Source: an optimization exercise on an open RTL-to-GDS flow (aim: small area, a short achievable clock period and few clock cycles per item). Production flows keep margins and buffers that such runs may drop. Where RTL was checked, it was by simulation tests only, not by an equivalence proof against the original. Power figures rest on the tool's default switching activity, not on a simulated workload.

## exec_unit
module exec_unit (
	input  logic               clk,
	input  logic               rst,
	input  logic               in_valid,
	output logic               in_ready,
	input  logic [MODE_W-1:0]  mode,
	input  logic [SUB_W-1:0]   sub_op,
	input  logic [XLEN-1:0]    x1,
	input  logic [XLEN-1:0]    x2,
	input  logic [DEST_W-1:0]  dest_sel,
	input  logic [FDEST_W-1:0] flag_sel,
	output logic               out_valid,
	input  logic               out_ready,
	output logic [XLEN-1:0]    y_lo,
	output logic [XLEN-1:0]    y_hi,
	output logic [DEST_W-1:0]  dest,
	output logic [FDEST_W-1:0] flag_dest,
	output logic               exc,
	output logic [EXC_W-1:0]   exc_code
);
	logic s_mul, s_corr, s_mag, s_norm, s_div, s_fixq, s_fixr;
	logic sel_mc, sel_nlo;    
	logic busy, accept;
	logic [4:0] cnt;
	logic [XLEN-1:0] b;       
	logic bs;                 
	logic hx;                 
	logic corr, mul_op, neg_q, neg_r;
	logic [1:0] code_lo;
	logic use_sum, sum_c, sum_s;
	logic hf, hc, hs;
	logic [XLEN-1:0] hi_r;
	assign y_hi = hf ? {{(XLEN-1){hs}}, hc} : hi_r;
	logic is_arith, sgn, is_mul, is_div, div_zero, sh_bad, raise, long_op, known;
	assign is_arith = (mode == MODE_UARITH) || (mode == MODE_SARITH);
	assign sgn      = (mode == MODE_SARITH);
	assign is_mul   = is_arith && (sub_op == ARITH_MUL);
  ...
clock: 11.0 ns
lec_check: 0
abc_area: 1
cap_margin: 20
core_margin: 2
core_utilization: 40
cts_buf_list: sky130_fd_sc_hd__clkbuf_4 sky130_fd_sc_hd__clkbuf_8
place_density: 0.6
setup_slack_margin: 5
slew_margin: 20
standard.sh (not shown) runs the stock make flow with config.mk's settings and CLKGATE_MAP_FILE= SYNTH_SCRIPT=/design/flow/synth_recipe.tcl, a recipe that flattens the netlist after the stock synthesis.
==> flow/flow/run.sh <==
#!/bin/bash
# The standard layout, with plain buffers on the ports and the timing repair aiming further below the clock period
set -euo pipefail
bash standard.sh SETUP_SLACK_MARGIN=6 "BUFFER_PORTS_ARGS=-buffer_cell sky130_fd_sc_hd__buf_2" finish > standard_flow.log 2>&1
Testbench counts at the start, summed over its fixed seeds: cycles 73,845, ops 32,000.
Edit:
==> flow/flow/run.sh (replaced) <==
#!/bin/bash
# The standard layout, with plain buffers on the ports and the timing repair aiming further below the clock period
set -euo pipefail
bash standard.sh SETUP_SLACK_MARGIN=6.5 "BUFFER_PORTS_ARGS=-buffer_cell sky130_fd_sc_hd__buf_2" finish > standard_flow.log 2>&1
- CAP_MARGIN: 20 -> 30
- SLEW_MARGIN: 20 -> 30
=> Routed wire length grows by about 3%; synthesized area stays the same; cell area grows by 5.8%; via count grows by 2.9%; cell count grows by about 1.3%; synthesized cell count does not change.
Edit:
==> flow/flow/run.sh (replaced) <==
#!/bin/bash
# The standard layout, with plain buffers on the ports and the timing repair aiming further below the clock period
set -euo pipefail
bash standard.sh SETUP_SLACK_MARGIN=6 "BUFFER_PORTS_ARGS=-buffer_cell sky130_fd_sc_hd__buf_2" finish > standard_flow.log 2>&1
Global-route usage falls by 0.14 points.
Register-to-register slack gets worse by 0.40 ns.
Via count falls by 3.2%.
Maximum frequency falls by 3.0%.
Setup slack gets worse by 0.15 ns.
Routed wire length falls by 3.1%.

---

exec_unit, a different RTL version from the one above (not shown whole).
Size in the first run: ~3500 cells after synthesis, ~130 flip-flops, about 160 I/O pins, ~0.021 mm^2 of cells after synthesis.
export LEC_CHECK = 0
export ABC_AREA = 1
export CAP_MARGIN = 20
export CORE_MARGIN = 2
export CORE_UTILIZATION = 40
export PLACE_DENSITY = 0.6
export SETUP_SLACK_MARGIN = 5
export SLEW_MARGIN = 20
create_clock -name core_clock -period 11.0 [get_ports {clk}]
run.sh (not shown) runs the stock make flow with config.mk's settings and CLKGATE_MAP_FILE= SYNTH_SCRIPT=/design/flow/synth_recipe.tcl, a recipe that flattens the netlist after the stock synthesis.
Stock flow here: none of the scripts above is used.
Testbench counts at the start, summed over its fixed seeds: cycles 73,067, ops 32,000.
Change:
==> flow/flow/run.sh (new file) <==
#!/bin/bash
# The standard layout, with plain buffers on the ports
set -euo pipefail
bash standard.sh "BUFFER_PORTS_ARGS=-buffer_cell sky130_fd_sc_hd__buf_2" finish > standard_flow.log 2>&1
==> flow/standard.sh (new file) <==
#!/bin/bash
# synth_recipe.tcl (not shown) runs the flow's synth.tcl, then flattens the netlist and writes it again
# the make line also repeats each setting of config.mk as NAME=value (left out here)
make -C /OpenROAD-flow-scripts/flow DESIGN_CONFIG=/design/flow/config.mk WORK_HOME=/design/flow/orfs CLKGATE_MAP_FILE= SYNTH_SCRIPT=/design/flow/synth_recipe.tcl "${@:-finish}"
CTS_BUF_LIST = sky130_fd_sc_hd__clkbuf_4 sky130_fd_sc_hd__clkbuf_8   (was unset)
removed: flow/run.sh
Result:
- final area falls by a few percent
- die area is unchanged
- non-clock buffer count falls by 26
- power falls by a few percent
- final cell count falls slightly
- clock-buffer cell count falls by 3
- sequential power falls slightly
- fmax rises slightly
- routed wire length is about the same
- flip-flop and latch count is unchanged

---

exec_unit, a different RTL version from the one above (not shown whole).
For scale: roughly 140 flip-flops, roughly 160 I/O pins, roughly 23000 sq um of cells after synthesis.
clock: 11.0 ns
lec_check: 0
abc_area: 1
cap_margin: 30
core_margin: 2
core_utilization: 40
cts_buf_list: sky130_fd_sc_hd__clkbuf_4 sky130_fd_sc_hd__clkbuf_8
place_density: 0.6
setup_slack_margin: 5
slew_margin: 30
standard.sh (not shown) runs the stock make flow with config.mk's settings and CLKGATE_MAP_FILE= SYNTH_SCRIPT=/design/flow/synth_recipe.tcl, a recipe that flattens the netlist after the stock synthesis.
==> flow/flow/run.sh <==
#!/bin/bash
# The standard layout, with plain buffers on the ports
set -euo pipefail
bash standard.sh "BUFFER_PORTS_ARGS=-buffer_cell sky130_fd_sc_hd__buf_2" finish > standard_flow.log 2>&1
The baseline completed with no timing, DRC or antenna violations.
Edit:
==> flow/flow/run.sh (replaced) <==
#!/bin/bash
# The standard layout, with plain buffers on the ports and the timing repair aiming further below the clock period
set -euo pipefail
bash standard.sh SETUP_SLACK_MARGIN=6 "BUFFER_PORTS_ARGS=-buffer_cell sky130_fd_sc_hd__buf_2" finish > standard_flow.log 2>&1
Effect:
- The new run went through all stages and came out clean
- design area grows by 13%
- worst hold slack is worse by 0.0057 ns
- global-route usage grows by 2.0 points
- clock-buffer cell count shrinks by 1
No run of this note included a check of the RTL's function; only the layout flow was run.

---

rev 12:
Another version of the RTL of exec_unit (not shown whole).
Size: about 130 flip-flops, about 22000 um^2 of cells after synthesis.
export LEC_CHECK = 0
export ABC_AREA = 0
export CAP_MARGIN = 20
export CORE_MARGIN = 2
export CORE_UTILIZATION = 40
export CTS_BUF_LIST = sky130_fd_sc_hd__clkbuf_4 sky130_fd_sc_hd__clkbuf_8
export PLACE_DENSITY = 0.6
export SETUP_SLACK_MARGIN = 5
export SLEW_MARGIN = 20
create_clock -name core_clock -period 11.0 [get_ports {clk}]
==> flow/flow/run.sh <==
#!/bin/bash
# The standard layout, with plain buffers on the ports
set -euo pipefail
bash standard.sh "BUFFER_PORTS_ARGS=-buffer_cell sky130_fd_sc_hd__buf_2" finish > standard_flow.log 2>&1
Edits applied to the flow inputs when going from rev 12 to rev 13:
-- flow/config.mk --
<<< rev 12, line 6
export NUM_CORES = 4
export LEC_CHECK = 0
export ABC_AREA = 0
export CAP_MARGIN = 20
export CORE_MARGIN = 2
>>> rev 13, line 6
export NUM_CORES = 4
export LEC_CHECK = 0
export ABC_AREA = 1
export CAP_MARGIN = 20
export CORE_MARGIN = 2
==> comparison <==
In the reports for rev 13 and rev 12, the smaller wire length on met2 belongs to rev 12.
Rev 13 reports its uppermost signal routing layer after detailed routing as met5 while rev 12 reports met4.
Comparing multi-input logic portion of the cell area for rev 13 and rev 12, the smaller number came from rev 13.
Summary of rev 13 over rev 12: half-perimeter wire length after detailed placement increased by 30% relative to the old numbers, power share of the sequential group decreased by 2.8 points relative to the old numbers, area after synthesis increased by 9.7% relative to the old numbers, share of the final layout cell area in sequential cells decreased by 0.84 points relative to the old numbers, cell area increased by 5.8% relative to the old numbers.
Summary of rev 13 over rev 12: total power went up about 13%, via-per-instance ratio went down 13%, share of post-route cells with drive strength above 1 went down 8.0 points, critical path depth went up 3.
No functional check of the RTL was part of any run of this note.

==> port drivers added, routing unchanged <==
The flow's constraints put no driver on any port. The routed layouts listed below were extracted and timed again, unchanged, in two steps. Step 1 sets driving cells, clkbuf_16 on the clock port and buf_2 on the other inputs (assumed; they add their load-dependent delay and slew). Step 2 moves the port delays by t, midway between the first and last clock arrival at a register: inputs arrive t later, outputs are due t later. That takes back most of the time a late clock gives input paths. a / b / c = no drivers / after step 1 / after step 2; a / b = the first two.
| run | t, ns | slack for setup (ns) | worst hold slack (ns) | clock arrival spread, ns |
|---|---|---|---|---|
| the first run of note 1 | 0.552 | 5.919 / 5.817 / 5.265 | 0.544 / 0.544 / 0.544 | 0.023 / 0.023 |
| the second run of note 1 | 0.576 | 6.031 / 5.822 / 5.247 | 0.531 / 0.531 / 0.531 | 0.027 / 0.027 |
| the third run of note 1 | 0.558 | 5.876 / 5.785 / 5.227 | 0.550 / 0.550 / 0.550 | 0.022 / 0.022 |
| the first run of note 2 | 0.506 | 5.088 / 5.122 / 4.615 | 0.509 / 0.509 / 0.509 | 0.014 / 0.015 |
| the second run of note 2 | 0.562 | 5.162 / 5.162 / 4.652 | 0.508 / 0.508 / 0.508 | 0.017 / 0.017 |
| the first run of note 3 | 0.585 | 5.074 / 5.074 / 4.621 | 0.522 / 0.522 / 0.522 | 0.032 / 0.032 |
| the second run of note 3 | 0.613 | 5.641 / 5.641 / 5.186 | 0.517 / 0.517 / 0.517 | 0.014 / 0.014 |
| rev 12 | 0.569 | 5.002 / 5.002 / 4.744 | 0.495 / 0.495 / 0.495 | 0.021 / 0.021 |
| rev 13 | 0.620 | 5.124 / 5.124 / 4.660 | 0.510 / 0.510 / 0.510 | 0.027 / 0.028 |
After both steps every run listed still meets setup and hold. For the second run of note 1, which loses most, drivers alone change the setup slack by -0.209 ns; drivers and shift together by -0.784 ns.
